Source: an optimization exercise on an open RTL-to-GDS flow (aim: small area, a short achievable clock period and few clock cycles per item). Production flows keep margins and buffers that such runs may drop.
Only simulation tests tie the RTL to the original design; equivalence was not proved.

==> flow/design.v, too long to show whole: its modules and the start of the top module <==
// module rpr_mac: 536 lines
// module rational_polyphase_resampler_unit: 1190 lines
module rational_polyphase_resampler_unit #(
	parameter int UP_FACTOR   = rpr_pkg::DEF_UP_FACTOR,
	parameter int DOWN_FACTOR = rpr_pkg::DEF_DOWN_FACTOR,
	parameter int TAPS        = rpr_pkg::DEF_TAPS,
	parameter int COEF_BITS   = rpr_pkg::DEF_COEF_BITS
) (
	input  wire logic                                 clk,
	input  wire logic                                 arst_n,
	input  wire logic                                 in_valid,
	output logic                                      in_ready,
	input  wire logic signed [rpr_pkg::SAMPLE_W-1:0]  left_in,
	input  wire logic signed [rpr_pkg::SAMPLE_W-1:0]  right_in,
	output logic                                      out_valid,
	input  wire logic                                 out_ready,
	output logic signed [rpr_pkg::SAMPLE_W-1:0]       left_out,
	output logic signed [rpr_pkg::SAMPLE_W-1:0]       right_out
);
  // ...
==> flow/flow/run.sh <==
#!/bin/bash
# Standard layout, with one extra step between synthesis and floorplan:
# flow/polfix.py removes inverters between full adders (and xor gates) of the
# synthesized netlist by reassigning their output polarity (a full adder is
# self-dual; an xor absorbs input inversions as xor<->xnor). Registers and the
# function at every register and port are unchanged.
set -euo pipefail
R=orfs/results/${FLOW_PLATFORM}/rational_polyphase_resampler_unit/base
bash standard.sh synth > synth.log 2>&1
cp $R/1_2_yosys.v 1_2_yosys.orig.v
python3 flow/polfix.py 1_2_yosys.orig.v $R/1_2_yosys.v > polfix.log 2>&1
rm -f $R/1_synth.odb $R/1_synth.sdc
bash standard.sh > layout.log 2>&1
==> flow/flow/polfix.py <==
#!/usr/bin/env python3
"""Inverter removal by polarity reassignment in a flat sky130hd gate netlist.

A full adder is self-dual: FA(~a,~b,~c) = (~sum, ~cout). An xor2/xnor2 absorbs
an inversion on any input by swapping to its complement. So each full adder
and each xor2/xnor2 may produce its output(s) in either polarity; inverter
chains between cells are collapsed, and an inverter is put back only where a
consumer needs the complement of what its net physically carries (at most one
inverter per net). The result computes exactly the same function at every
port and register.

usage: polfix.py IN.v OUT.v
"""
import re
import sys
import random
from collections import defaultdict

INV_RE = re.compile(r'^sky130_fd_sc_hd__(inv|clkinv)_\d+$')
BUF_RE = re.compile(r'^sky130_fd_sc_hd__(buf|clkbuf)_\d+$')
FA_RE = re.compile(r'^sky130_fd_sc_hd__fa_\d+$')
XOR_RE = re.compile(r'^sky130_fd_sc_hd__(xor2|xnor2)_(\d+)$')
OUT_PINS = {'X', 'Y', 'Q', 'Q_N', 'SUM', 'COUT', 'HI', 'LO'}


def parse(text):
    # split module header/decls from instances
    inst_re = re.compile(r'^  (\S+) (\S+(?: )?) \(\n((?:    \..*\n)+?)  \);\n', re.M)
    insts = []
    spans = []
    for m in inst_re.finditer(text):
        typ, name, body = m.group(1), m.group(2), m.group(3)
        pins = []
        for pm in re.finditer(r'\.(\w+)\((.*)\)', body):
            pins.append([pm.group(1), pm.group(2).strip()])
        insts.append({'type': typ, 'name': name, 'pins': pins})
        spans.append((m.start(), m.end()))
    return insts, spans


def main():
    src, dst = sys.argv[1], sys.argv[2]
    text = open(src).read()
    insts, spans = parse(text)
    head = text[:spans[0][0]]
    tail = text[spans[-1][1]:]
    between = ''.join(text[spans[i][1]:spans[i + 1][0]] for i in range(len(spans) - 1))
    assert between.strip() == '', 'unexpected text between instances'
    assert 'assign' not in head and 'assign' not in tail, 'assigns not supported'

    ports = set()
    for m in re.finditer(r'^\s*(input|output)\s+(\[(\d+):(\d+)\]\s+)?(\S+);', head, re.M):
        nm = m.group(5)
        if m.group(2):
            hi, lo = int(m.group(3)), int(m.group(4))
            for i in range(min(hi, lo), max(hi, lo) + 1):
                ports.add('%s[%d]' % (nm, i))
        ports.add(nm)

    driver = {}
    loads = defaultdict(list)
    for k, inst in enumerate(insts):
        for pi, (pin, net) in enumerate(inst['pins']):
            if pin in OUT_PINS:
                driver[net] = (k, pin)
            else:
                loads[net].append((k, pi))

    def is_port(net):
        return net in ports or net.split('[')[0] in ports

    # collapsible inverters: internal input and output nets
    inv_in = {}
    for k, inst in enumerate(insts):
        if INV_RE.match(inst['type']) or BUF_RE.match(inst['type']):
            p = dict(inst['pins'])
            a, y = p['A'], p.get('Y', p.get('X'))
            if not is_port(a) and not is_port(y) and not a.startswith("1'"):
                inv_in[y] = (k, a, 1 if INV_RE.match(inst['type']) else 0)
    removed = set(v[0] for v in inv_in.values())

    def base(net):
        q = 0
        while net in inv_in:
            q ^= inv_in[net][2]
            net = inv_in[net][1]
        return net, q

    # flippable cells: FA and xor2/xnor2
    flip = {}
    for k, inst in enumerate(insts):
        if FA_RE.match(inst['type']) or XOR_RE.match(inst['type']):
            flip[k] = 0

    # consumers: every input pin of a non-removed cell
    # each consumer -> (base net, parity)
    cons = []  # (k, pi, basenet, q)
    for k, inst in enumerate(insts):
        if k in removed:
            continue
        for pi, (pin, net) in enumerate(inst['pins']):
            if pin in OUT_PINS:
                continue
            b, q = base(net)
            cons.append((k, pi, b, q))
    # output ports driven through a removed inverter chain are not possible (port nets excluded)

    cons_by_base = defaultdict(list)
    for c in cons:
        cons_by_base[c[2]].append(c)

    def pol(b):
        d = driver.get(b)
        if d is None:
            return 0
        return flip.get(d[0], 0)

    def need_inv(c):
        k, pi, b, q = c
        inst = insts[k]
        if XOR_RE.match(inst['type']):
            return 0
        need = q ^ pol(b)
        if FA_RE.match(inst['type']):
            need ^= flip[k]
        return need

    def base_cost(b):
        return 1 if any(need_inv(c) for c in cons_by_base[b]) else 0

    # nets touched by a flip of cell k
    def touched(k):
        inst = insts[k]
        s = set()
        for pin, net in inst['pins']:
            if pin in OUT_PINS:
                s.add(net)
            else:
                s.add(base(net)[0])
        return s

    touch = {k: touched(k) for k in flip}
    initial = sum(base_cost(b) for b in cons_by_base)

    # hard parity edges between flippable cells: consumer FA pin fed (through parity q)
    # by a flippable driver wants flip[cons] = flip[drv] ^ q
    adj = defaultdict(list)
    for c in cons:
        k, pi, b, q = c
        if not FA_RE.match(insts[k]['type']):
            continue
        d = driver.get(b)
        if d is None or d[0] not in flip:
            continue
        adj[k].append((d[0], q))
        adj[d[0]].append((k, q))
    seen = {}
    comps = []
    for k0 in flip:
        if k0 in seen:
            continue
        comp = [k0]
        seen[k0] = 0
        stack = [k0]
        while stack:
            u = stack.pop()
            for v, q in adj[u]:
                if v not in seen:
                    seen[v] = seen[u] ^ q
                    comp.append(v)
                    stack.append(v)
        comps.append(comp)
    for comp in comps:
        for k in comp:
            flip[k] = seen[k]
        nets = set()
        for k in comp:
            nets |= touch[k]
        c0 = sum(base_cost(b) for b in nets)
        for k in comp:
            flip[k] ^= 1
        c1 = sum(base_cost(b) for b in nets)
        if c0 <= c1:
            for k in comp:
                flip[k] ^= 1
    mid = sum(base_cost(b) for b in cons_by_base)
    print('components %d, after coloring %d' % (len(comps), mid))

    ks = list(flip)
    rnd = random.Random(1)
    for it in range(20):
        changed = 0
        rnd.shuffle(ks)
        for k in ks:
            nets = touch[k]
            before = sum(base_cost(b) for b in nets)
            flip[k] ^= 1
            after = sum(base_cost(b) for b in nets)
            if after < before:
                changed += 1
            else:
                flip[k] ^= 1
        if changed == 0:
            break
    final = sum(base_cost(b) for b in cons_by_base)

    # rewrite
    newinv = {}
    new_insts = []
    n = 0

    def inv_of(b):
        nonlocal n
        if b not in newinv:
            y = '_pinv%d_' % n
            newinv[b] = y
            new_insts.append({'type': 'sky130_fd_sc_hd__inv_1', 'name': '_pinvc%d_' % n,
                              'pins': [['A', b], ['Y', y]]})
            n += 1
        return newinv[b]

    for c in cons:
        k, pi, b, q = c
        inst = insts[k]
        if XOR_RE.match(inst['type']):
            inst['pins'][pi][1] = b
            inst.setdefault('err', 0)
            inst['err'] ^= q ^ pol(b)
        else:
            inst['pins'][pi][1] = inv_of(b) if need_inv(c) else b
    out_insts = []
    for k, inst in enumerate(insts):
        if k in removed:
            continue
        m = XOR_RE.match(inst['type'])
        if m:
            kind = 1 if m.group(1) == 'xnor2' else 0
            kind ^= inst.get('err', 0) ^ flip[k]
            inst['type'] = 'sky130_fd_sc_hd__%s_%s' % ('xnor2' if kind else 'xor2', m.group(2))
            for pp in inst['pins']:
                if pp[0] in ('X', 'Y'):
                    pp[0] = 'Y' if kind else 'X'
        out_insts.append(inst)
    out_insts += new_insts

    decl = ''.join('  wire %s;\n' % y for y in newinv.values())
    body = []
    for inst in out_insts:
        body.append('  %s %s (\n' % (inst['type'], inst['name']))
        body.append(',\n'.join('    .%s(%s)' % (p, net + ' ' if net.startswith('\\') else net)
                                for p, net in inst['pins']) + '\n  );\n')
    # insert new wire declarations before first instance
    open(dst, 'w').write(head + decl + ''.join(body) + tail)
    ninv_before = sum(1 for i in insts if INV_RE.match(i['type']))
    print('inverters: %d collapsed, %d added; nets needing inversion %d -> %d; flipped %d of %d' % (
        len(removed), len(new_insts), initial, final, sum(flip.values()), len(flip)))


if __name__ == '__main__':
    main()
==> flow/standard.sh <==
#!/bin/bash
# synth_recipe.tcl (not shown) runs the flow's synth.tcl, then flattens the netlist and writes it again
# the make line also repeats each setting of config.mk as NAME=value (left out here)
make -C /OpenROAD-flow-scripts/flow DESIGN_CONFIG=/design/flow/config.mk WORK_HOME=/design/flow/orfs CLKGATE_MAP_FILE= SYNTH_SCRIPT=/design/flow/synth_recipe.tcl "${@:-finish}"
==> flow/config.mk <==
export PLATFORM = sky130hd
export DESIGN_NAME = rational_polyphase_resampler_unit
export DESIGN_NICKNAME = rational_polyphase_resampler_unit
export VERILOG_FILES = /design/flow/design.v
export SDC_FILE = /design/flow/constraint.sdc
export NUM_CORES = 4
export LEC_CHECK = 0
export CAP_MARGIN = 20
export CORE_MARGIN = 2
export CORE_UTILIZATION = 40
export SLEW_MARGIN = 20
export SYNTH_MEMORY_MAX_BITS = 65536
==> flow/constraint.sdc <==
create_clock -name core_clock -period 10.0 [get_ports {clk}]
set_input_delay 2.0000 -clock core_clock [delete_from_list [all_inputs] [get_ports {clk}]]
set_output_delay 2.0000 -clock core_clock [all_outputs]
set_load 0.01 [all_outputs]
==> results by group, run 1 <==
Placement
  • Final RePlAce weighted congestion: around 1.1
  • Buffers on Ports: between 60 and 70
  • DP Area: between 60000 and 70000 um2

Finish
  • Multi-input logic portion of the cell area: between 70% and 80%
  • Clock buffers: 91
  • Multi-input gates: roughly 5600
  • Largest cell class by area: multi-input combinational cells
  • FILL cells: 14900
  • Non-Clock Buffer Area Fraction: ~3.8%
  • Commonest non-fill, non-tap cell in the layout: fa_1
  • Seq Cell Count: around 530

STA
  • Setup TNS: 0 ns
  • Tightest Pin Transition: 1.30 ns
  • Period minus WS final: 5.75 ns
  • Final worst path period share: about 58%

Setup path
  • R2R Setup Slk: approximately 4.2 ns
  • FF-to-FF Start: fs_q[1]$_DFFE_PN0P_
  • Critical path destination: hir_q[14]$_DFFE_PP_

Die
  • IO Count: 70
  • Die Y: between 300 and 400 um
  • Die ar.: ~160000 um2

Global route
  • Congestion Overflow GR: 0

Drt
  • 1st-pass router iterations: 7

Status
  • Status: finished clean
Testbench counts, summed over its fixed seeds: cycles 16,000, frames 16,000.
==> run 2, diff against run 1 <==
--- a/flow/design.v
+++ b/flow/design.v
@@ -150,58 +150,58 @@
 	assign p7_9 = ((bd[21] & x[9]) | (bd[22] & x[8])) ^ bd[23];
 	assign p7_10 = ((bd[21] & x[10]) | (bd[22] & x[9])) ^ bd[23];
 	assign p7_11 = ((bd[21] & x[11]) | (bd[22] & x[10])) ^ bd[23];
 	assign p7_12 = ((bd[21] & x[12]) | (bd[22] & x[11])) ^ bd[23];
 	assign p7_13 = ((bd[21] & x[13]) | (bd[22] & x[12])) ^ bd[23];
 	assign p7_14 = ((bd[21] & x[14]) | (bd[22] & x[13])) ^ bd[23];
 	assign p7_15 = ((bd[21] & x[15]) | (bd[22] & x[14])) ^ bd[23];
 	assign p7_16 = ~(((bd[21] & x[15]) | (bd[22] & x[15])) ^ bd[23]);
-	assign t0 = bd[2] ^ s_in[0] ^ c_in[0];
-	assign t1 = (bd[2] & s_in[0]) | (bd[2] & c_in[0]) | (s_in[0] & c_in[0]);
+	assign t0 = s_in[0] ^ c_in[0] ^ bd[2];
+	assign t1 = (s_in[0] & c_in[0]) | (s_in[0] & bd[2]) | (c_in[0] & bd[2]);
 	assign t2 = s_in[1] ^ c_in[1] ^ t1;
 	assign t3 = (s_in[1] & c_in[1]) | (s_in[1] & t1) | (c_in[1] & t1);
-	assign t4 = bd[5] ^ s_in[2] ^ c_in[2];
-	assign t5 = (bd[5] & s_in[2]) | (bd[5] & c_in[2]) | (s_in[2] & c_in[2]);
+	assign t4 = s_in[2] ^ c_in[2] ^ bd[5];
+	assign t5 = (s_in[2] & c_in[2]) | (s_in[2] & bd[5]) | (c_in[2] & bd[5]);
 	assign t6 = t4 ^ p0_2 ^ p1_0;
 	assign t7 = (t4 & p0_2) | (t4 & p1_0) | (p0_2 & p1_0);
 	assign t8 = s_in[3] ^ c_in[3] ^ t5;
 	assign t9 = (s_in[3] & c_in[3]) | (s_in[3] & t5) | (c_in[3] & t5);
 	assign t10 = p0_3 ^ p1_1 ^ t8;
 	assign t11 = (p0_3 & p1_1) | (p0_3 & t8) | (p1_1 & t8);
-	assign t12 = bd[8] ^ s_in[4] ^ c_in[4];
-	assign t13 = (bd[8] & s_in[4]) | (bd[8] & c_in[4]) | (s_in[4] & c_in[4]);
+	assign t12 = s_in[4] ^ c_in[4] ^ bd[8];
+	assign t13 = (s_in[4] & c_in[4]) | (s_in[4] & bd[8]) | (c_in[4] & bd[8]);
 	assign t14 = t12 ^ p0_4 ^ p1_2;
 	assign t15 = (t12 & p0_4) | (t12 & p1_2) | (p0_4 & p1_2);
 	assign t16 = p2_0 ^ t9 ^ t14;
 	assign t17 = (p2_0 & t9) | (p2_0 & t14) | (t9 & t14);
 	assign t18 = s_in[5] ^ c_in[5] ^ t13;
 	assign t19 = (s_in[5] & c_in[5]) | (s_in[5] & t13) | (c_in[5] & t13);
 	assign t20 = p0_5 ^ p1_3 ^ p2_1;
 	assign t21 = (p0_5 & p1_3) | (p0_5 & p2_1) | (p1_3 & p2_1);
 	assign t22 = t18 ^ t15 ^ t20;
 	assign t23 = (t18 & t15) | (t18 & t20) | (t15 & t20);
-	assign t24 = bd[11] ^ s_in[6] ^ c_in[6];
-	assign t25 = (bd[11] & s_in[6]) | (bd[11] & c_in[6]) | (s_in[6] & c_in[6]);
+	assign t24 = s_in[6] ^ c_in[6] ^ bd[11];
+	assign t25 = (s_in[6] & c_in[6]) | (s_in[6] & bd[11]) | (c_in[6] & bd[11]);
 	assign t26 = t24 ^ p0_6 ^ p1_4;
 	assign t27 = (t24 & p0_6) | (t24 & p1_4) | (p0_6 & p1_4);
 	assign t28 = p2_2 ^ p3_0 ^ t19;
 	assign t29 = (p2_2 & p3_0) | (p2_2 & t19) | (p3_0 & t19);
 	assign t30 = t21 ^ t26 ^ t28;
 	assign t31 = (t21 & t26) | (t21 & t28) | (t26 & t28);
 	assign t32 = s_in[7] ^ c_in[7] ^ t25;
 	assign t33 = (s_in[7] & c_in[7]) | (s_in[7] & t25) | (c_in[7] & t25);
 	assign t34 = p0_7 ^ p1_5 ^ p2_3;
 	assign t35 = (p0_7 & p1_5) | (p0_7 & p2_3) | (p1_5 & p2_3);
 	assign t36 = p3_1 ^ t32 ^ t27;
 	assign t37 = (p3_1 & t32) | (p3_1 & t27) | (t32 & t27);
 	assign t38 = t34 ^ t29 ^ t36;
 	assign t39 = (t34 & t29) | (t34 & t36) | (t29 & t36);
-	assign t40 = bd[14] ^ s_in[8] ^ c_in[8];
-	assign t41 = (bd[14] & s_in[8]) | (bd[14] & c_in[8]) | (s_in[8] & c_in[8]);
+	assign t40 = s_in[8] ^ c_in[8] ^ bd[14];
+	assign t41 = (s_in[8] & c_in[8]) | (s_in[8] & bd[14]) | (c_in[8] & bd[14]);
 	assign t42 = t40 ^ p0_8 ^ p1_6;
 	assign t43 = (t40 & p0_8) | (t40 & p1_6) | (p0_8 & p1_6);
 	assign t44 = p2_4 ^ p3_2 ^ p4_0;
 	assign t45 = (p2_4 & p3_2) | (p2_4 & p4_0) | (p3_2 & p4_0);
 	assign t46 = t33 ^ t35 ^ t42;
 	assign t47 = (t33 & t35) | (t33 & t42) | (t35 & t42);
 	assign t48 = t44 ^ t37 ^ t46;
 	assign t49 = (t44 & t37) | (t44 & t46) | (t37 & t46);
@@ -210,18 +210,18 @@
 	assign t52 = p0_9 ^ p1_7 ^ p2_5;
 	assign t53 = (p0_9 & p1_7) | (p0_9 & p2_5) | (p1_7 & p2_5);
 	assign t54 = p3_3 ^ p4_1 ^ t50;
 	assign t55 = (p3_3 & p4_1) | (p3_3 & t50) | (p4_1 & t50);
 	assign t56 = t43 ^ t45 ^ t52;
 	assign t57 = (t43 & t45) | (t43 & t52) | (t45 & t52);
 	assign t58 = t54 ^ t56 ^ t47;
 	assign t59 = (t54 & t56) | (t54 & t47) | (t56 & t47);
-	assign t60 = bd[17] ^ s_in[10] ^ c_in[10];
-	assign t61 = (bd[17] & s_in[10]) | (bd[17] & c_in[10]) | (s_in[10] & c_in[10]);
+	assign t60 = s_in[10] ^ c_in[10] ^ bd[17];
+	assign t61 = (s_in[10] & c_in[10]) | (s_in[10] & bd[17]) | (c_in[10] & bd[17]);
 	assign t62 = t60 ^ p0_10 ^ p1_8;
 	assign t63 = (t60 & p0_10) | (t60 & p1_8) | (p0_10 & p1_8);
 	assign t64 = p2_6 ^ p3_4 ^ p4_2;
 	assign t65 = (p2_6 & p3_4) | (p2_6 & p4_2) | (p3_4 & p4_2);
 	assign t66 = p5_0 ^ t51 ^ t53;
 	assign t67 = (p5_0 & t51) | (p5_0 & t53) | (t51 & t53);
 	assign t68 = t62 ^ t64 ^ t55;
 	assign t69 = (t62 & t64) | (t62 & t55) | (t64 & t55);
@@ -234,18 +234,18 @@
 	assign t76 = p3_5 ^ p4_3 ^ p5_1;
 	assign t77 = (p3_5 & p4_3) | (p3_5 & p5_1) | (p4_3 & p5_1);
 	assign t78 = t72 ^ t63 ^ t65;
 	assign t79 = (t72 & t63) | (t72 & t65) | (t63 & t65);
 	assign t80 = t74 ^ t76 ^ t67;
 	assign t81 = (t74 & t76) | (t74 & t67) | (t76 & t67);
 	assign t82 = t78 ^ t69 ^ t80;
 	assign t83 = (t78 & t69) | (t78 & t80) | (t69 & t80);
-	assign t84 = bd[20] ^ s_in[12] ^ c_in[12];
-	assign t85 = (bd[20] & s_in[12]) | (bd[20] & c_in[12]) | (s_in[12] & c_in[12]);
+	assign t84 = s_in[12] ^ c_in[12] ^ bd[20];
+	assign t85 = (s_in[12] & c_in[12]) | (s_in[12] & bd[20]) | (c_in[12] & bd[20]);
 	assign t86 = t84 ^ p0_12 ^ p1_10;
 	assign t87 = (t84 & p0_12) | (t84 & p1_10) | (p0_12 & p1_10);
 	assign t88 = p2_8 ^ p3_6 ^ p4_4;
 	assign t89 = (p2_8 & p3_6) | (p2_8 & p4_4) | (p3_6 & p4_4);
 	assign t90 = p5_2 ^ p6_0 ^ t73;
 	assign t91 = (p5_2 & p6_0) | (p5_2 & t73) | (p6_0 & t73);
 	assign t92 = t75 ^ t77 ^ t86;
 	assign t93 = (t75 & t77) | (t75 & t86) | (t77 & t86);
@@ -262,18 +262,18 @@
 	assign t104 = p6_1 ^ t98 ^ t87;
 	assign t105 = (p6_1 & t98) | (p6_1 & t87) | (t98 & t87);
 	assign t106 = t89 ^ t100 ^ t102;
 	assign t107 = (t89 & t100) | (t89 & t102) | (t100 & t102);
 	assign t108 = t91 ^ t104 ^ t93;
 	assign t109 = (t91 & t104) | (t91 & t93) | (t104 & t93);
 	assign t110 = t106 ^ t95 ^ t108;
 	assign t111 = (t106 & t95) | (t106 & t108) | (t95 & t108);
-	assign t112 = bd[23] ^ s_in[14] ^ c_in[14];
-	assign t113 = (bd[23] & s_in[14]) | (bd[23] & c_in[14]) | (s_in[14] & c_in[14]);
+	assign t112 = s_in[14] ^ c_in[14] ^ bd[23];
+	assign t113 = (s_in[14] & c_in[14]) | (s_in[14] & bd[23]) | (c_in[14] & bd[23]);
 	assign t114 = t112 ^ p0_14 ^ p1_12;
 	assign t115 = (t112 & p0_14) | (t112 & p1_12) | (p0_14 & p1_12);
 	assign t116 = p2_10 ^ p3_8 ^ p4_6;
 	assign t117 = (p2_10 & p3_8) | (p2_10 & p4_6) | (p3_8 & p4_6);
 	assign t118 = p5_4 ^ p6_2 ^ p7_0;
 	assign t119 = (p5_4 & p6_2) | (p5_4 & p7_0) | (p6_2 & p7_0);
 	assign t120 = t99 ^ t101 ^ t103;
 	assign t121 = (t99 & t101) | (t99 & t103) | (t101 & t103);
@@ -308,18 +308,18 @@
 	assign t150 = p5_6 ^ p6_4 ^ p7_2;
 	assign t151 = (p5_6 & p6_4) | (p5_6 & p7_2) | (p6_4 & p7_2);
 	assign t152 = t129 ^ t131 ^ t133;
 	assign t153 = (t129 & t131) | (t129 & t133) | (t131 & t133);
 	assign t154 = t146 ^ t148 ^ t150;
 	assign t155 = (t146 & t148) | (t146 & t150) | (t148 & t150);
 	assign t156 = t135 ^ t137 ^ t152;
 	assign t157 = (t135 & t137) | (t135 & t152) | (t137 & t152);
-	assign t158 = t154 ^ t139 ^ t141;
-	assign t159 = (t154 & t139) | (t154 & t141) | (t139 & t141);
+	assign t158 = t139 ^ t154 ^ t141;
+	assign t159 = (t139 & t154) | (t139 & t141) | (t154 & t141);
 	assign t160 = t156 ^ t158 ^ t143;
 	assign t161 = (t156 & t158) | (t156 & t143) | (t158 & t143);
 	assign t162 = 1'b1 ^ s_in[17] ^ c_in[17];
 	assign t163 = (1'b1 & s_in[17]) | (1'b1 & c_in[17]) | (s_in[17] & c_in[17]);
 	assign t164 = t145 ^ t162 ^ p1_15;
 	assign t165 = (t145 & t162) | (t145 & p1_15) | (t162 & p1_15);
 	assign t166 = p2_13 ^ p3_11 ^ p4_9;
 	assign t167 = (p2_13 & p3_11) | (p2_13 & p4_9) | (p3_11 & p4_9);
@@ -563,16 +563,17 @@
 	output logic signed [rpr_pkg::SAMPLE_W-1:0]       left_out,
 	output logic signed [rpr_pkg::SAMPLE_W-1:0]       right_out
 );
 	localparam int SW     = rpr_pkg::SAMPLE_W;
 	localparam int CW     = 16;           
 	localparam int BW     = 24;           
 	localparam int ACC_W  = 33;
 	localparam int FRAC_W = COEF_BITS - 1;
+	localparam int HI_W   = ACC_W - FRAC_W;
 	function automatic logic signed [15:0] rom_a(input logic [8:0] a);
 		case (a)
 			9'd0: rom_a = -16'sd253;
 			9'd1: rom_a = -16'sd250;
 			9'd2: rom_a = -16'sd247;
 			9'd3: rom_a = -16'sd245;
 			9'd4: rom_a = -16'sd242;
 			9'd5: rom_a = -16'sd239;
@@ -1612,128 +1613,137 @@
 		logic [CW:0] e;
 		e = {cf, 1'b0};
 		for (int i = 0; i < 8; i++) begin
 			booth[3*i]   = e[2*i+1] ^ e[2*i];
 			booth[3*i+1] = (e[2*i+2] && !e[2*i+1] && !e[2*i]) || (!e[2*i+2] && e[2*i+1] && e[2*i]);
 			booth[3*i+2] = e[2*i+2] && !(e[2*i+1] && e[2*i]);
 		end
 	endfunction
-	logic [8:0]  r_q;
+	function automatic logic [8:0] next_r(input logic [8:0] r);
+		next_r = (r < 9'd80) ? r + 9'd361 : r - 9'd80;
+	endfunction
+	logic [8:0]  r_q, rn_q;
 	logic        due_q;       
 	logic        rdy_q;       
+	logic        init_q;      
+	logic [BW-1:0] cfa_q, cfb_q, cfc_q;
 	logic [1:0]  bp_q;
 	logic [SW-1:0] xl_q, xr_q;
 	logic [BW-1:0] bq [3];
-	logic [2:0]  en_q;        
 	logic        cmp_q;       
 	logic [1:0]  cs_q;
 	logic [ACC_W-1:0] sl_q [3];
 	logic [ACC_W-1:0] cl_q [3];
 	logic [ACC_W-1:0] sr_q [3];
 	logic [ACC_W-1:0] cr_q [3];
-	logic [2:0]  vld_q;       
+	logic [2:0]  clr_q;       
 	logic        f1_q, f2_q;
 	logic [1:0]  fs_q;
 	logic        out_valid_q;
 	logic signed [SW-1:0] left_out_q, right_out_q;
 	logic        in_fire;
-	logic [BW-1:0] ba, bb, bc;
-	logic        cc_ok;
 	assign in_ready = rdy_q;
 	assign in_fire  = in_valid && rdy_q;
-	assign ba    = booth(rom_a(r_q));
-	assign bb    = booth(rom_b(r_q));
-	assign bc    = booth(rom_c(r_q));
-	assign cc_ok = (r_q < 9'd143);
 	assign out_valid = out_valid_q;
 	assign left_out  = left_out_q;
 	assign right_out = right_out_q;
 	always_ff @(posedge clk) begin
+		if (in_fire) begin
+			cfa_q <= booth(rom_a(rn_q));
+			cfb_q <= booth(rom_b(rn_q));
+			cfc_q <= booth(rom_c(rn_q));
+		end else if (init_q) begin
+			cfa_q <= booth(rom_a(9'd0));
+			cfb_q <= booth(rom_b(9'd0));
+			cfc_q <= booth(rom_c(9'd0));
+		end
+	end
+	always_ff @(posedge clk) begin
 		xl_q <= in_fire ? left_in : '0;
 		xr_q <= in_fire ? right_in : '0;
 		case (bp_q)
-			2'd1: begin bq[0] <= bc; bq[1] <= ba; bq[2] <= bb; end
-			2'd2: begin bq[0] <= bb; bq[1] <= bc; bq[2] <= ba; end
-			default: begin bq[0] <= ba; bq[1] <= bb; bq[2] <= bc; end
+			2'd1: begin bq[0] <= cfc_q; bq[1] <= cfa_q; bq[2] <= cfb_q; end
+			2'd2: begin bq[0] <= cfb_q; bq[1] <= cfc_q; bq[2] <= cfa_q; end
+			default: begin bq[0] <= cfa_q; bq[1] <= cfb_q; bq[2] <= cfc_q; end
 		endcase
 		cs_q <= bp_q;
 	end
 	for (genvar i = 0; i < 3; i++) begin : g_slot
 		logic [ACC_W-1:0] sl_n, cl_n, sr_n, cr_n;
-		rpr_mac u_l (.x(xl_q), .bd(bq[i]), .s_in(vld_q[i] ? sl_q[i] : '0), .c_in(vld_q[i] ? cl_q[i] : '0),
-			.s_out(sl_n), .c_out(cl_n));
-		rpr_mac u_r (.x(xr_q), .bd(bq[i]), .s_in(vld_q[i] ? sr_q[i] : '0), .c_in(vld_q[i] ? cr_q[i] : '0),
-			.s_out(sr_n), .c_out(cr_n));
+		rpr_mac u_l (.x(xl_q), .bd(bq[i]), .s_in(sl_q[i]), .c_in(cl_q[i]), .s_out(sl_n), .c_out(cl_n));
+		rpr_mac u_r (.x(xr_q), .bd(bq[i]), .s_in(sr_q[i]), .c_in(cr_q[i]), .s_out(sr_n), .c_out(cr_n));
 		always_ff @(posedge clk) begin
-			sl_q[i] <= sl_n;
-			cl_q[i] <= cl_n;
-			sr_q[i] <= sr_n;
-			cr_q[i] <= cr_n;
+			sl_q[i] <= clr_q[i] ? '0 : sl_n;
+			cl_q[i] <= clr_q[i] ? '0 : cl_n;
+			sr_q[i] <= clr_q[i] ? '0 : sr_n;
+			cr_q[i] <= clr_q[i] ? '0 : cr_n;
 		end
 	end
-	logic [ACC_W-1:0] suml, sumr;
-	logic [SW-1:0] hil_q, hir_q;
-	logic          rul_q, rur_q;      
-	assign suml = sl_q[fs_q] + cl_q[fs_q];
-	assign sumr = sr_q[fs_q] + cr_q[fs_q];
+	logic [FRAC_W:0] lol, lor;
+	logic [HI_W-1:0] hil, hir;
+	logic [HI_W-1:0] hil_q, hir_q;
+	logic            cyl_q, cyr_q;    
+	logic            nzl_q, nzr_q;    
+	logic [HI_W-1:0] fll, flr;        
+	assign lol = {1'b0, sl_q[fs_q][FRAC_W-1:0]} + {1'b0, cl_q[fs_q][FRAC_W-1:0]};
+	assign lor = {1'b0, sr_q[fs_q][FRAC_W-1:0]} + {1'b0, cr_q[fs_q][FRAC_W-1:0]};
+	assign hil = sl_q[fs_q][ACC_W-1:FRAC_W] + cl_q[fs_q][ACC_W-1:FRAC_W];
+	assign hir = sr_q[fs_q][ACC_W-1:FRAC_W] + cr_q[fs_q][ACC_W-1:FRAC_W];
+	assign fll = hil_q + HI_W'(cyl_q);
+	assign flr = hir_q + HI_W'(cyr_q);
 	always_ff @(posedge clk) begin
 		if (f1_q) begin
-			hil_q <= suml[ACC_W-1:FRAC_W];
-			hir_q <= sumr[ACC_W-1:FRAC_W];
-			rul_q <= suml[ACC_W-1] && (suml[FRAC_W-1:0] != '0);
-			rur_q <= sumr[ACC_W-1] && (sumr[FRAC_W-1:0] != '0);
+			hil_q <= hil;
+			hir_q <= hir;
+			cyl_q <= lol[FRAC_W];
+			cyr_q <= lor[FRAC_W];
+			nzl_q <= (lol[FRAC_W-1:0] != '0);
+			nzr_q <= (lor[FRAC_W-1:0] != '0);
 		end
 		if (f2_q) begin
-			left_out_q  <= hil_q + SW'(rul_q);
-			right_out_q <= hir_q + SW'(rur_q);
+			left_out_q  <= fll + HI_W'(fll[HI_W-1] && nzl_q);
+			right_out_q <= flr + HI_W'(flr[HI_W-1] && nzr_q);
 		end
 	end
-	logic [8:0] r_n;
 	logic       due_n, cmp_n, f1_n, f2_n, ov_n;
 	always_comb begin
-		r_n = r_q;
-		if (in_fire) r_n = due_q ? r_q + 9'd361 : r_q - 9'd80;
-		due_n = (r_n < 9'd80);
+		due_n = in_fire ? (rn_q < 9'd80) : due_q;
 		cmp_n = in_fire && due_q;
 		f1_n  = cmp_q;
 		f2_n  = f1_q;
 		ov_n  = (out_valid_q && !out_ready) || f2_q;
 	end
 	always_ff @(posedge clk or negedge arst_n) begin
 		if (!arst_n) begin
 			r_q         <= '0;
+			rn_q        <= 9'd361;
 			due_q       <= 1'b1;
 			rdy_q       <= 1'b1;
+			init_q      <= 1'b1;
 			bp_q        <= '0;
-			en_q        <= '0;
 			cmp_q       <= 1'b0;
-			vld_q       <= '0;
+			clr_q       <= '1;
 			f1_q        <= 1'b0;
 			f2_q        <= 1'b0;
 			fs_q        <= '0;
 			out_valid_q <= 1'b0;
 		end else begin
-			r_q   <= r_n;
-			due_q <= due_n;
-			rdy_q <= !due_n || !(cmp_n || f1_n || f2_n || ov_n);
-			cmp_q <= cmp_n;
-			en_q  <= '0;
+			init_q <= 1'b0;
 			if (in_fire) begin
-				case (bp_q)
-					2'd1: en_q <= {1'b1, 1'b1, cc_ok};
-					2'd2: en_q <= {1'b1, cc_ok, 1'b1};
-					default: en_q <= {cc_ok, 1'b1, 1'b1};
-				endcase
+				r_q  <= rn_q;
+				rn_q <= next_r(rn_q);
 				if (due_q) bp_q <= (bp_q == 2'd2) ? 2'd0 : bp_q + 2'd1;
 			end
+			due_q <= due_n;
+			rdy_q <= !due_n || !(cmp_n || f1_n || f2_n || ov_n);
+			cmp_q <= cmp_n;
 			for (int i = 0; i < 3; i++) begin
-				if (en_q[i]) vld_q[i] <= 1'b1;
+				clr_q[i] <= cmp_q && (cs_q == 2'(i));
 			end
-			if (cmp_q) vld_q[cs_q] <= 1'b0;
 			if (cmp_q) fs_q <= cs_q;
 			f1_q <= f1_n;
 			f2_q <= f2_n;
 			out_valid_q <= ov_n;
 		end
 	end
 endmodule
 `default_nettype wire
==> run 2 against run 1 <==
Still clean. Sequential cell count grew 65. Hold slack lost 0.0061 ns. Wire length shrank 1.7%. Clock skew grew 0.022 ns. Setup slack lost 0.48 ns. Sequential share of layout area grew 2.1 points. Critical endpoint is now cfa_q[9]$_SDFFCE_PN0P_. Synthesized cell count is essentially flat. Via count shrank 1.3%. Critical path type unchanged.
==> results by group, run 2 <==
Status
  • Status: finished clean

STA
  • Hold Fails Final Rpt: 0
  • Slew Viols, Final: 0
  • Final setup viols: 0
  • Tightest Pin Transition: 1.23 ns (-0.0697 ns)
  • Clock Skews: just over 0.07 ns
  • Worst rel slew slack: 18.0%
  • Setup TNS: 0 ns (unchanged)
  • Final WS setup: about 3.8 ns
  • Period minus WS final: 6.23 ns (+0.478 ns)
  • Fmax: approximately 160 MHz
  • Fin Hold WS: ~0.41 ns
  • Final worst path period share: 62.3% (+4.8 points)
  • RSZ-0062 raised after global routing: no

Global route
  • Pin count of the biggest net entering global routing: about 120
  • First-pass GRT wire length: 464000 um
  • Vias in the first global route: between 60000 and 70000
  • Total GRT Usage: between 30% and 40%
  • Initial antenna violation count: 36
  • Congestion Overflow GR: 0 (unchanged)

Setup path
  • Worst reg2reg path depth: 13
  • Worst r2r dst: cfa_q[9]$_SDFFCE_PN0P_
  • Worst Setup Path Type: register to register
  • Worst EP arrival: between 6 and 7 ns
  • Crit start category: register
  • R2R Setup Slk: 3.77 ns (-0.48 ns)
  • FF-to-FF Start: rn_q[0]$_DFFE_PN1P_
  • Launch point of the worst path: rn_q[0]$_DFFE_PN1P_
  • Critical Path RT: ~10 ns
  • Setup crit end kind: register
  • Critical Path Fanout Max: 35

Finish
  • Commonest non-fill, non-tap cell in the layout: fa_1
  • Share of cells above drive strength 1: 8.15%
  • Final nets: roughly 7800
  • Area Growth Syn to Fin: 12.8%
  • Biggest regs: sl_q x99, sr_q x99, bq x72
  • Post-Layout Cell Count: between 8000 and 9000
  • Most frequent cells in the layout: fa_1, a22oi_1, xnor2_1, dfxtp_1, nor2b_1

Yosys
  • Synth warn: 11
  • Syn_area_per_cell: about 10 um2
  • Post-Syn Area: 64600 um2
  • Synth Instances: 6356

Die
  • IO Count: 70 (unchanged)
  • FP Rows: about 150
  • Chip width: 406 um
  • Die ar.: 165000 um2 (+3.5%)
  • Core area: ~160000 um2
  • Die Y: 406 um (+1.7%)
  • Initial core utilization: between 40 and 50%

Clocking
  • CTS tree: built
  • Max H-tree Level: 3
  • Setup Fix Bufs, Post-CTS: 0
  • Clk sinks: 598
  • CTS buffer count: 79
  • Longest Clk Path Bufs: 3
  • Clk slew on worst S/H paths: 0.06 ns
  • Clock root buffer: clkbuf_16
  • # hold bufs at CTS: 0
  • CTS resizes: 0
  • Clock Latency Late Sink: 0.74 ns

Placement
  • Final RePlAce weighted congestion: 1.16 (+2.8%)
  • Setup Slack @ Placement: 4.12 ns
  • Inst Count DP: just under 9000
  • Post-DP HPWL: ~210000 um
  • Buffers on Ports: 69 (unchanged)

Hold path
  • WHS Path Cells: 0
  • WHS Endpoint: cs_q[1]$_DFF_P_
  • Hold_sp: bp_q[1]$_DFFE_PN0P_
  • Min-delay worst type: register to register

Drt
  • DRC errors left: 0
  • Drt wl/cell: roughly 36 um
  • Vias: just over 60000
  • Initial DRC count: 7543
  • Vias per cell: between 6 and 7
  • 1st-pass router iterations: 8 (+1)
  • Routed WL: 324000 um
  • Remaining antenna violation count: 0

Run
  • Max-cap violations: 0
## run 2: worst max-delay path by stage
stage | endpoint | slack [ns] | cells after the start
floorplan | cfb_q[9]$_SDFFCE_PN1P_ | 1.04 | 8
detailed placement | cfa_q[9]$_SDFFCE_PN0P_ | 4.12 | 13
global placement | cfa_q[9]$_SDFFCE_PN0P_ | 4.19 | 13
finish | cfa_q[9]$_SDFFCE_PN0P_ | 3.77 | 13
global route | cfa_q[9]$_SDFFCE_PN0P_ | 3.79 | 13
CTS | cfa_q[9]$_SDFFCE_PN0P_ | 4.12 | 13
## run 2: worst max-delay path, cell delays in order (launching register included)
cell	delay, ns
dfstp_2	0.51
buf_4	0.46
inv_1	0.44
ha_1	0.42
buf_4	0.27
nor2b_1	0.19
buf_4	0.30
o21ai_0	0.80
a21boi_0	0.19
a2111oi_0	0.54
o211ai_1	0.20
a311oi_1	0.99
ha_1	0.39
and3_1	0.18
## run 2: per-stage QoR
| step | area, um2 | utilization (%) |
|---|---|---|
| after floorplan | 64700 | - |
| after global placement | 70100 | 43.7 |
| after detailed placement | 70100 | 43.7 |
| after CTS | 72800 | 45.3 |
| after global routing | 72900 | 45.4 |
| final | 72900 | 45.4 |
## run 2: metal layers
metal / vias up / GRT usage [%] / routed length, um
li1: 24300 / - / -
met1: 30700 / 44.6 / 114000
met2: 4228 / 61.7 / 146000
met3: 1552 / 11.8 / 33300
met4: 20 / 31.2 / 30700
met5: - / 0 / 136
## run 2: final cells by class
type / count / area, um2
Antenna cell: 25 / 62.6
Clock buffer: 118 / 2340
Clock inverter: 28 / 325
Fill cell: 15300 / 87600
Inverter: 198 / 743
Multi-Input combinational cell: 5555 / 50600
Sequential cell: 598 / 13500
Tap cell: 2160 / 2700
Timing Repair Buffer: 312 / 2580
Testbench counts of run 2, summed over its fixed seeds: cycles 16,000, frames 16,000.
==> run 3, diff against run 2 <==
--- a/flow/config.mk
+++ b/flow/config.mk
@@ -9,3 +9,3 @@
 export CORE_MARGIN = 2
-export CORE_UTILIZATION = 40
+export CORE_UTILIZATION = 55
 export SLEW_MARGIN = 20
==> run 3 against run 2 <==
Setup slack improved by 0.42 ns. Die area fell by 27%. Register-to-register slack improved by 0.42 ns. Critical path type unchanged.
==> results by group, run 3 <==
Status
  • Status: finished clean

Global route
  • Initial antenna violation count: 21 (-42%)
  • Pin count of the biggest net entering global routing: 129 (+9.3%)
  • Vias in the first global route: 64600 (+2.8%)
  • First-pass GRT wire length: 445000 um (-4.0%)
  • Total GRT Usage: 50.6% (+11 points)
  • Congestion Overflow GR: 0 (unchanged)

Clocking
  • Clock Latency Late Sink: 0.71 ns (-0.03 ns)
  • Setup Fix Bufs, Post-CTS: 0 (unchanged)
  • Max H-tree Level: 3 (unchanged)
  • CTS buffer count: 74 (-6.3%)
  • Clock root buffer: clkbuf_16
  • # hold bufs at CTS: 0 (unchanged)
  • Clk slew on worst S/H paths: 0.07 ns (about the same)
  • Longest Clk Path Bufs: 3 (unchanged)
  • CTS tree: built
  • CTS resizes: 0 (unchanged)
  • Clk sinks: 598 (unchanged)

Die
  • Initial core utilization: 55.6% (+15 points)
  • Die ar.: 120000 um2 (-27%)
  • Chip width: 347 um (-15%)
  • IO Count: 70 (unchanged)
  • Die Y: 347 um (-15%)
  • Core area: 116000 um2 (-28%)
  • FP Rows: 125 (-15%)

STA
  • Period minus WS final: 5.81 ns (-0.417 ns)
  • Final setup viols: 0 (unchanged)
  • Fin Hold WS: 0.403 ns (-0.0111 ns)
  • Clock Skews: 0.0422 ns (-0.0287 ns)
  • Final WS setup: 4.19 ns (+0.417 ns)
  • Setup TNS: 0 ns (unchanged)
  • Fmax: 172 MHz (+7.2%)
  • Worst rel slew slack: 19.3% (+1.3 points)
  • RSZ-0062 raised after global routing: no
  • Final worst path period share: 58.1% (-4.2 points)
  • Slew Viols, Final: 0 (unchanged)
  • Hold Fails Final Rpt: 0 (unchanged)
  • Tightest Pin Transition: 1.20 ns (-0.0251 ns)

Finish
  • Share of cells above drive strength 1: 7.85% (-0.30 points)
  • Area Growth Syn to Fin: 11.0%
  • Final nets: 7803 (-0.18%)
  • FILL cells: 9251 (-39%)
  • Register Area: 13500 um2 (about the same)
  • Commonest non-fill, non-tap cell in the layout: fa_1
  • Final Util: 61.7% (+16 points)
  • Most frequent cells in the layout: fa_1, a22oi_1, xnor2_1, dfxtp_1, nor2b_1
  • Finished Cell Area: 71800 um2 (-1.6%)
  • Biggest regs: sl_q x99, sr_q x99, bq x72
  • Area taken by multi-input logic gates: 50600 um2 (about the same)

Setup path
  • Worst reg2reg path depth: 14 (+1)
  • Critical Path RT: 10.44 ns (-0.04 ns)
  • Worst EP arrival: 6.25 ns (-0.46 ns)
  • Cell family with most CP delay: buffers and inverters
  • Cell mode on critical path: buf_4
  • CP bufs+invs: 5 (+1)
  • Worst Setup Path Type: register to register
  • Critical Path Fanout Max: 27 (-23%)
  • Worst r2r dst: cfa_q[6]$_SDFFCE_PN0P_
  • FF-to-FF Start: rn_q[1]$_DFFE_PN0P_
  • Crit start category: register
  • Critical Path Slowest Stage Cell: nor3_1
  • Max stage delay on crit path: 0.84 ns (-0.15 ns)
  • Setup crit end kind: register
  • Critical Path Stages: 14 (+1)
  • Critical-path cell list: buf_4 > buf_4 > inv_1 > ha_1 > buf_4 > nor2b_1 > buf_4 > o21ai_0 > a32oi_1 > nand2_1 > a31oi_1 > nor3_1 > ha_1 > and3_1
  • R2R Setup Slk: 4.19 ns (+0.42 ns)

Yosys
  • Synth Instances: 6356 (unchanged)
  • Syn_area_per_cell: 10.2 um2 (unchanged)
  • Post-Syn Area: 64600 um2 (unchanged)
  • Synth warn: 11 (unchanged)

Placement
  • Buffers on Ports: 69 (unchanged)
  • DP Area: 69200 um2 (-1.3%)
  • Post-DP HPWL: 207000 um (-3.5%)
  • Final RePlAce weighted congestion: 1.13 (-2.2%)
  • Setup Slack @ Placement: 4.52 ns (+0.393 ns)

Drt
  • Routed WL: 305000 um (-6.0%)
  • 1st-pass router iterations: 11 (+3)
  • Vias: 62800 (+3.1%)
  • Initial DRC count: 10700 (+42%)
  • Vias per cell: 7.53 (+11%)
  • Drt wl/cell: 36.6 um (+1.5%)
  • Remaining antenna violation count: 0 (unchanged)
  • DRC errors left: 0 (unchanged)

Hold path
  • WHS Endpoint: cs_q[0]$_DFF_P_
  • Hold_sp: bp_q[0]$_DFFE_PN0P_
  • Min-delay worst type: register to register
  • WHS Path Cells: 0 (unchanged)

Run
  • Max-cap violations: 0 (unchanged)
[run 3: worst max path at each step]
stage,slack [ns],to,from
after CTS,4.47,cfa_q[9]$_SDFFCE_PN0P_,rn_q[1]$_DFFE_PN0P_
after global placement,4.46,cfa_q[9]$_SDFFCE_PN0P_,rn_q[1]$_DFFE_PN0P_
after global routing,4.31,cfa_q[9]$_SDFFCE_PN0P_,rn_q[1]$_DFFE_PN0P_
final,4.19,cfa_q[6]$_SDFFCE_PN0P_,rn_q[1]$_DFFE_PN0P_
after floorplan,1.04,cfb_q[9]$_SDFFCE_PN1P_,rn_q[4]$_DFFE_PN0P_
after detailed placement,4.52,cfa_q[9]$_SDFFCE_PN0P_,rn_q[1]$_DFFE_PN0P_
[run 3: area by class of cell]
type / instances / share of cell area [%]
antenna: 18 / 0.0628
clock buffer: 104 / 2.97
clock inverter: 32 / 0.462
inverter: 198 / 1.04
multi-input combinational: 5555 / 70.5
sequential: 598 / 18.9
tap: 1524 / 2.66
timing repair buffer: 303 / 3.44
[run 3: metrics by stage]
| stage | instances |
|---|---|
| after floorplan | 6359 |
| after global placement | 8178 |
| after detailed placement | 8178 |
| after CTS | 8314 |
| after global routing | 8314 |
| final | 8332 |
[run 3: metal layers]
layer,vias to the layer above,part of all wire [%],track usage [%],wire (um)
met3,1805,15,20.9,47000
li1,24300,-,-,-
met4,24,8.3,32.1,25300
met5,-,0.060,0,183
met2,5929,41,72.5,126000
met1,30700,35,63.2,106000
==> run 4, diff against run 3 <==
--- a/flow/config.mk
+++ b/flow/config.mk
@@ -9,3 +9,4 @@
 export CORE_MARGIN = 2
-export CORE_UTILIZATION = 55
+export CORE_UTILIZATION = 40
+export SETUP_SLACK_MARGIN = 5
 export SLEW_MARGIN = 20
==> run 4 against run 3 <==
Still clean on timing, DRC and antenna. Sequential cell count is the same. Wire length grew 4.9%. Setup slack gained 0.60 ns. Core utilization shrank 16 points. Fmax grew 11%. Critical path type unchanged. Critical endpoint is now cfa_q[9]$_SDFFCE_PN0P_.
==> results by group, run 4 <==
Status
  • Status: finished clean

Drt
  • Drt wl/cell: 35.6 um (-2.7%)
  • Routed WL: 320000 um (+4.9%)
  • Remaining antenna violation count: 0 (unchanged)
  • Initial DRC count: 7961 (-26%)
  • Vias: 60900 (-2.9%)
  • DRC errors left: 0 (unchanged)
  • 1st-pass router iterations: 7 (-4)
  • Vias per cell: 6.78 (-10%)

Global route
  • Congestion Overflow GR: 0 (unchanged)
  • Most crowded layer after global routing: met2
  • Met2 Use GR: 60.4% (-12 points)
  • Vias in the first global route: 62600 (-3.1%)
  • Met3 Track Usage GR: 11.9% (-9.0 points)
  • First-pass GRT wire length: 458000 um (+2.8%)
  • Initial antenna violation count: 30 (+43%)
  • Pin count of the biggest net entering global routing: 164 (+27%)
  • Met1 Use GR: 44.5% (-19 points)
  • Total GRT Usage: 38.6% (-12 points)

Finish
  • FILL cells: 15300 (+65%)
  • Commonest non-fill, non-tap cell in the layout: fa_1
  • Biggest regs: sl_q x99, sr_q x99, bq x72
  • Register Area: 13500 um2 (+0.10%)
  • Final nets: 7810 (+0.090%)
  • Share of cells above drive strength 1: 8.59% (+0.74 points)
  • Area taken by multi-input logic gates: 50800 um2 (+0.33%)
  • Most frequent cells in the layout: fa_1, a22oi_1, xnor2_1, dfxtp_1, nor2b_1
  • Final Util: 45.5% (-16 points)
  • Area Growth Syn to Fin: 13.0%

Hold path
  • WHS Path Cells: 0 (unchanged)
  • Hold_sp: bp_q[1]$_DFFE_PN0P_
  • WHS Endpoint: cs_q[1]$_DFF_P_
  • Min-delay worst type: register to register

Clocking
  • Clock Latency Late Sink: 0.73 ns (+0.02 ns)
  • CTS buffer count: 78 (+5.4%)
  • Clock root buffer: clkbuf_16
  • # hold bufs at CTS: 0 (unchanged)
  • Max H-tree Level: 3 (unchanged)
  • Clk sinks: 598 (unchanged)
  • Clk slew on worst S/H paths: 0.07 ns (about the same)
  • CTS tree: built
  • Longest Clk Path Bufs: 3 (unchanged)

Setup path
  • Worst Setup Path Type: register to register
  • Setup crit end kind: register
  • Worst r2r dst: cfa_q[9]$_SDFFCE_PN0P_
  • FF-to-FF Start: rn_q[4]$_DFFE_PN0P_
  • Worst reg2reg path depth: 12 (-2)
  • Critical Path RT: 10.45 ns (about the same)
  • Crit start category: register
  • R2R Setup Slk: 4.78 ns (+0.60 ns)
  • Critical Path Fanout Max: 71 (+160%)
  • Worst EP arrival: 5.67 ns (-0.58 ns)

STA
  • Fmax: 192 MHz (+11%)
  • Period minus WS final: 5.22 ns (-0.598 ns)
  • Final setup viols: 0 (unchanged)
  • Slew Viols, Final: 0 (unchanged)
  • Tightest Pin Transition: 1.38 ns (+0.179 ns)
  • Worst rel slew slack: 7.50% (-12 points)
  • Clock Skews: 0.0854 ns (+0.0433 ns)
  • Final worst path period share: 52.2% (-6.0 points)
  • Setup TNS: 0 ns (unchanged)
  • RSZ-0062 raised after global routing: no
  • Hold Fails Final Rpt: 0 (unchanged)

Yosys
  • Synth Instances: 6356 (unchanged)
  • Post-Syn Area: 64600 um2 (unchanged)
  • Syn_area_per_cell: 10.2 um2 (unchanged)
  • Synth warn: 11 (unchanged)

Die
  • Die ar.: 165000 um2 (+37%)
  • IO Count: 70 (unchanged)
  • Chip width: 406 um (+17%)
  • Die Y: 406 um (+17%)
  • FP Rows: 147 (+18%)
  • Initial core utilization: 40.3% (-15 points)
  • Core area: 161000 um2 (+38%)

Placement
  • Final RePlAce weighted congestion: 1.12 (-0.57%)
  • Buffers on Ports: 69 (unchanged)
  • Post-DP HPWL: 210000 um (+1.7%)

Run
  • Max-cap violations: 0 (unchanged)
-- run 4: stage by stage --
step	hold slack, ns	cell area (um2)	cells	setup slack, ns
2_1_floorplan	0.371	64700	6359	4.32
3_3_place_gp	0.389	70100	8810	4.53
3_5_place_dp	0.390	70100	8812	4.74
4_1_cts	0.406	72800	8954	4.99
5_1_grt	0.415	73000	8972	5.00
6_report	0.403	73100	8986	4.78
-- run 4: worst max-delay path by stage --
stage | startpoint | endpoint | slack, ns | cells after the start
floorplan | rn_q[3]$_DFFE_PN1P_ | cfa_q[15]$_SDFFCE_PN0P_ | 4.32 | 11
global placement | rn_q[3]$_DFFE_PN1P_ | cfb_q[9]$_SDFFCE_PN1P_ | 4.53 | 10
detailed placement | rn_q[4]$_DFFE_PN0P_ | cfa_q[9]$_SDFFCE_PN0P_ | 4.74 | 12
CTS | rn_q[3]$_DFFE_PN1P_ | cfa_q[9]$_SDFFCE_PN0P_ | 4.99 | 11
global route | rn_q[4]$_DFFE_PN0P_ | cfa_q[9]$_SDFFCE_PN0P_ | 5.00 | 12
finish | rn_q[4]$_DFFE_PN0P_ | cfa_q[9]$_SDFFCE_PN0P_ | 4.78 | 12
-- run 4: area by class of cell --
cell class | count | area share, %
clock buffer | 105 | 2.96
clock inverter | 37 | 0.725
tap | 2160 | 3.70
inverter | 198 | 1.02
sequential | 598 | 18.5
multi-input combinational | 5555 | 69.5
antenna | 27 | 0.0925
timing repair buffer | 306 | 3.46
-- run 4: layer usage --
metal	part of all wire, %	vias up
li1	-	24300
met1	35	30700
met2	45	4324
met3	11	1559
met4	8.9	22
met5	0.049	-
-- run 4: what timing repair did --
item,4_1_cts,5_1_grt
endpoints found under the setup margin,11,32
gates resized for setup,6,28
pin swaps,0,1
setup buffers,0,1
-- run 4: critical path, stage by stage, from the launching register on --
cell and delay [ns]:
dfrtp_4 0.73, buf_4 0.52, buf_8 0.48, inv_2 0.05, buf_4 0.31, buf_4 0.43
a211oi_1 0.59, nor3_1 0.14, o31ai_2 0.55, o31ai_1 0.21, a311oi_2 0.39, ha_1 0.30
and3_1 0.14
==> run 5, diff against run 4 <==
--- a/flow/config.mk
+++ b/flow/config.mk
@@ -9,3 +9,3 @@
 export CORE_MARGIN = 2
-export CORE_UTILIZATION = 40
+export CORE_UTILIZATION = 50
 export SETUP_SLACK_MARGIN = 5
==> run 5 against run 4 <==
Still clean. Critical path depth shrank 2. Cell count shrank 4.9%. Core utilization grew 11 points. Wire length shrank 3.4%. Hold slack gained 0.023 ns. Final area shrank 0.87%. Critical endpoint is now cfb_q[6]$_SDFFCE_PN0P_. Largest cell class unchanged. Highest routed layer unchanged.
==> results by group, run 5 <==
Clocking
  • Clk sinks: 598 (unchanged)
  • Max H-tree Level: 3 (unchanged)
  • Clock root buffer: clkbuf_16
  • CTS tree: built
  • CTS buffer count: 76 (-2.6%)
  • Clk slew on worst S/H paths: 0.06 ns (about the same)
  • # hold bufs at CTS: 0 (unchanged)
  • Clock Latency Late Sink: 0.74 ns (about the same)
  • Longest Clk Path Bufs: 3 (unchanged)

Setup path
  • Critical Path RT: 10.41 ns (-0.04 ns)
  • Worst EP arrival: 5.55 ns (-0.12 ns)
  • CP bufs+invs: 2 (-3)
  • Cell mode on critical path: a211oi_1
  • Max stage delay on crit path: 1.13 ns (+0.40 ns)
  • Worst Setup Path Type: register to register
  • Crit start category: register
  • Cell family with most CP delay: compound AO/OA/AOI/OAI gates
  • R2R Setup Slk: 4.86 ns (+0.08 ns)
  • Critical Path Fanout Max: 57 (-20%)
  • Setup crit end kind: register
  • Critical-path cell list: buf_4 > or3b_2 > a211oi_1 > a211oi_1 > o221ai_1 > o211ai_1 > nand3_1 > inv_1 > ha_4 > and3_1
  • Critical Path Slowest Stage Cell: dfstp_4

Die
  • Core area: 128000 um2 (-20%)
  • FP Rows: 131 (-11%)
  • Chip width: 364 um (-10%)
  • IO Count: 70 (unchanged)
  • Initial core utilization: 50.5% (+10 points)
  • Die Y: 364 um (-10%)
  • Die ar.: 132000 um2 (-20%)

Drt
  • Initial DRC count: 8919 (+12%)
  • Vias per cell: 7.20 (+6.1%)
  • Routed WL: 309000 um (-3.4%)
  • DRC errors left: 0 (unchanged)
  • Vias: 61500 (+0.93%)
  • Drt wl/cell: 36.1 um (+1.6%)
  • Remaining antenna violation count: 0 (unchanged)
  • 1st-pass router iterations: 7 (unchanged)

Finish
  • Most frequent cells in the layout: fa_1, a22oi_1, xnor2_1, dfxtp_1, nor2b_1
  • Biggest regs: sl_q x99, sr_q x99, bq x72
  • Final nets: 7805 (-0.064%)
  • Area Growth Syn to Fin: 12.0%
  • Commonest non-fill, non-tap cell in the layout: fa_1
  • Share of cells above drive strength 1: 8.53% (-0.055 points)

STA
  • Period minus WS final: 5.14 ns (-0.0755 ns)
  • Clock Skews: 0.0929 ns (+0.00745 ns)
  • Tightest Pin Transition: 1.20 ns (-0.184 ns)
  • Setup TNS: 0 ns (unchanged)
  • Fmax: 194 MHz (+1.5%)
  • RSZ-0062 raised after global routing: yes
  • Fin Hold WS: 0.425 ns (+0.0226 ns)
  • Worst rel slew slack: 19.8% (+12 points)
  • Final worst path period share: 51.4% (-0.76 points)
  • Final setup viols: 0 (unchanged)
  • Hold Fails Final Rpt: 0 (unchanged)
  • Final WS setup: 4.86 ns (+0.0755 ns)
  • Slew Viols, Final: 0 (unchanged)

Yosys
  • Synth Instances: 6356 (unchanged)
  • Syn_area_per_cell: 10.2 um2 (unchanged)
  • Synth warn: 11 (unchanged)
  • Post-Syn Area: 64600 um2 (unchanged)

Hold path
  • Min-delay worst type: register to register

Global route
  • Pin count of the biggest net entering global routing: 120 (-27%)
  • Initial antenna violation count: 17 (-43%)
  • First-pass GRT wire length: 445000 um (-2.8%)
  • Total GRT Usage: 46.4% (+7.8 points)
  • Congestion Overflow GR: 0 (unchanged)
  • Vias in the first global route: 62400 (-0.29%)

Run
  • Max-cap violations: 0 (unchanged)

Placement
  • Final RePlAce weighted congestion: 1.13 (+0.12%)
  • Post-DP HPWL: 212000 um (+0.83%)
  • Buffers on Ports: 69 (unchanged)
  • Setup Slack @ Placement: 4.94 ns (+0.199 ns)

Status
  • Status: finished clean
==> run 5: final cells by class <==
class	instances	area (um2)
fill	11200	55600
multi-input combinational	5555	50700
sequential	598	13500
timing repair buffer	303	2580
clock buffer	98	2170
tap	1729	2160
inverter	198	747
clock inverter	44	455
antenna	19	47.5
==> run 5: timing repair <==
action                                 CTS  global route
setup endpoints to repair                4            45
gates resized for setup                  4            21
endpoints found under the hold margin    0             0
gates cloned                             0             1
buffers inserted                         0             3
pin swaps                                0             2
==> run 5: metrics by stage <==
| stage | instance area (um2) | utilization [%] | std cells |
|---|---|---|---|
| 3_3_place_gp | 69500 | 54.3 | 8377 |
| 5_1_grt | 72400 | 56.5 | 8526 |
| 3_5_place_dp | 69500 | 54.3 | 8378 |
| 4_1_cts | 72200 | 56.4 | 8520 |
| 6_report | 72400 | 56.6 | 8544 |
| 2_1_floorplan | 64700 | - | 6359 |
==> run 5: layer usage <==
layer | vias up | share of wire [%] | wire, um | GRT usage, %
met5 | - | 0.018 | 55 | 0
met4 | 6 | 8.3 | 25800 | 30.8
met3 | 1485 | 13 | 39200 | 14.0
met2 | 5002 | 43 | 131000 | 68.6
met1 | 30700 | 36 | 112000 | 58.8
li1 | 24300 | - | - | -
==> run 5: final timing paths <==
kind                                      from                endpoint  cells past startpoint
min reg2reg                bp_q[0]$_DFFE_PN0P_         cs_q[0]$_DFF_P_                      0
max in group asynchronous               arst_n     rn_q[4]$_DFFE_PN0P_                      1
min in group asynchronous               arst_n     rn_q[1]$_DFFE_PN0P_                      1
min                        bp_q[0]$_DFFE_PN0P_         cs_q[0]$_DFF_P_                      0
max reg2reg                rn_q[5]$_DFFE_PN1P_  cfb_q[6]$_SDFFCE_PN0P_                     10
max                        rn_q[5]$_DFFE_PN1P_  cfb_q[6]$_SDFFCE_PN0P_                     10
==> run 6, diff against run 5 <==
--- a/flow/flow/run.sh
+++ b/flow/flow/run.sh
@@ -5,3 +5,4 @@
 # self-dual; an xor absorbs input inversions as xor<->xnor). Registers and the
-# function at every register and port are unchanged.
+# function at every register and port are unchanged. Timing repair aims
+# at a setup slack of 6 ns on the 10 ns clock.
 set -euo pipefail
@@ -12,2 +13,2 @@
 rm -f $R/1_synth.odb $R/1_synth.sdc
-bash standard.sh > layout.log 2>&1
+bash standard.sh SETUP_SLACK_MARGIN=6 finish > layout.log 2>&1
--- a/flow/config.mk
+++ b/flow/config.mk
@@ -9,4 +9,3 @@
 export CORE_MARGIN = 2
-export CORE_UTILIZATION = 50
-export SETUP_SLACK_MARGIN = 5
+export CORE_UTILIZATION = 40
 export SLEW_MARGIN = 20
==> run 6 against run 5 <==
Still clean. Sequential share of layout area shrank 2.4 points. Via count grew 8.9%. Global-route usage shrank 0.64 points. Register-to-register slack gained 0.98 ns. Critical path depth grew 1. Core utilization shrank 3.9 points. Highest routed layer unchanged.
==> results by group, run 6 <==
STA
  • Slew Viols, Final: 0 (unchanged)
  • Worst rel slew slack: 24.7% (+4.9 points)
  • Fmax: 240 MHz (+23%)
  • Final worst path period share: 41.7% (-9.8 points)
  • Tightest Pin Transition: 1.13 ns (-0.0709 ns)
  • Final setup viols: 0 (unchanged)
  • Period minus WS final: 4.17 ns (-0.975 ns)
  • RSZ-0062 raised after global routing: yes
  • Clock Skews: 0.0733 ns (-0.0196 ns)
  • Hold Fails Final Rpt: 0 (unchanged)
  • Setup TNS: 0 ns (unchanged)

Clocking
  • Clock Latency Late Sink: 0.73 ns (about the same)
  • Clk sinks: 598 (unchanged)
  • CTS buffer count: 78 (+2.6%)

Setup path
  • CP bufs+invs: 2 (unchanged)
  • R2R Setup Slk: 5.83 ns (+0.98 ns)
  • Crit start category: register
  • Setup crit end kind: register
  • Worst Setup Path Type: register to register
  • Critical-path cell list: clkinvlp_4 > ha_4 > buf_12 > nand2b_4 > nand3_1 > a31oi_1 > o311ai_1 > a211oi_2 > or4_4 > ha_2 > nand2b_1
  • Max stage delay on crit path: 0.59 ns (-0.54 ns)

Drt
  • Routed WL: 388000 um (+26%)
  • Drt wl/cell: 40.9 um (+13%)
  • DRC errors left: 0 (unchanged)
  • 1st-pass router iterations: 10 (+3)
  • Initial DRC count: 10200 (+14%)
  • Vias: 67000 (+8.9%)
  • Remaining antenna violation count: 0 (unchanged)

Finish
  • Biggest regs: sl_q x99, sr_q x99, bq x72
  • Most frequent cells in the layout: xnor2_1, a22oi_1, fa_1, buf_4, dfxtp_1

Die
  • Die ar.: 165000 um2 (+25%)
  • Initial core utilization: 40.3% (-10 points)
  • Die Y: 406 um (+12%)
  • IO Count: 70 (unchanged)

Yosys
  • Syn_area_per_cell: 10.2 um2 (unchanged)
  • Post-Syn Area: 64600 um2 (unchanged)

Global route
  • Vias in the first global route: 66800 (+7.0%)
  • First-pass GRT wire length: 529000 um (+19%)
  • Total GRT Usage: 45.8% (-0.64 points)

Status
  • Status: finished clean

Placement
  • Post-DP HPWL: 220000 um (+3.7%)
  • Buffers on Ports: 69 (unchanged)
  • Final RePlAce weighted congestion: 1.02 (-9.1%)

Hold path
  • Hold_sp: bp_q[1]$_DFFE_PN0P_
  • Min-delay worst type: register to register
==> run 6: final timing paths <==
path	to	cells after the start
max in group asynchronous	f1_q$_DFF_PN0_	1
min	cs_q[1]$_DFF_P_	0
max	cfb_q[9]$_SDFFCE_PN1P_	11
min in group asynchronous	rn_q[4]$_DFFE_PN0P_	1
max reg2reg	cfb_q[9]$_SDFFCE_PN1P_	11
min reg2reg	cs_q[1]$_DFF_P_	0
==> run 6: stage by stage <==
stage / util [%] / hold WS (ns) / cells / worst slack [ns]
floorplan: - / 0.371 / 6359 / 4.32
global placement: 43.8 / 0.396 / 8762 / 4.63
detailed placement: 43.8 / 0.403 / 8762 / 4.63
CTS: 50.6 / 0.417 / 9341 / 5.86
global route: 52.7 / 0.431 / 9463 / 5.82
finish: 52.7 / 0.413 / 9492 / 5.83
==> run 6: worst reg2reg max path, cell delays in order (launching register included) <==
cell	delay [ns]
dfstp_2	0.59
clkinvlp_4	0.30
ha_4	0.43
buf_12	0.21
nand2b_4	0.27
nand3_1	0.31
a31oi_1	0.46
o311ai_1	0.19
a211oi_2	0.49
or4_4	0.25
ha_2	0.27
nand2b_1	0.13
==> run 6: layout make-up <==
class                      count  area share (%)
antenna                       29          0.0857
inverter                     198           0.897
timing repair buffer         808            12.7
clock buffer                 111            2.74
clock inverter                32           0.531
tap                         2160            3.19
multi-input combinational   5556            63.6
sequential                   598            16.3
==> run 6: repair_timing <==
action                     4_1_cts  5_1_grt
setup buffers                  405      106
pin swaps                      143      241
gates cloned                    31       16
setup endpoints to repair      175      126
gates resized for setup        551      432
hold endpoints to repair         0        0
==> run 6: per-layer routing <==
metal / part of all wire, % / routed length [um] / global-route usage [%]
met5: 0.062 / 241 / 0.149
met4: 10 / 39000 / 35.5
met1: 35 / 134000 / 54.7
met2: 40 / 156000 / 64.9
met3: 15 / 58300 / 19.1

## separate check: timing with driven ports
The results above use ideal ports. As a check the final layouts listed here were re-extracted and re-timed, cells and wires unchanged. Step 1 assumes that a clkbuf_16 drives the clock port and a buf_2 every other input. Step 2, shift: input delay + t, output delay - t, t = (earliest + latest rising clock arrival at the registers) / 2. This alone moves slack from input paths to output paths. Slacks: no drivers / after step 1 / after step 2; pairs: no drivers / after step 1.
run | shift t [ns] | setup WS [ns] | worst setup path at the end | clock arrival spread, ns | worst data-port slew with drivers (ns)
run 1 | 0.760 | 4.246 / 4.246 / 4.246 | register to register | 0.051 / 0.051 | 0.11
run 2 | 0.797 | 3.768 / 3.768 / 3.768 | register to register | 0.072 / 0.073 | 0.07
run 3 | 0.766 | 4.185 / 4.185 / 4.185 | register to register | 0.045 / 0.045 | 0.05
run 4 | 0.775 | 4.783 / 4.783 / 4.783 | register to register | 0.086 / 0.086 | 0.07
run 5 | 0.776 | 4.858 / 4.858 / 4.858 | register to register | 0.096 / 0.096 | 0.04
run 6 | 0.781 | 5.833 / 5.833 / 5.711 | input to register | 0.074 / 0.074 | 0.05
After both steps setup and hold are still met in every run listed. For run 6, which loses most, drivers alone change the setup slack by 0.000 ns; drivers and shift together by -0.122 ns.
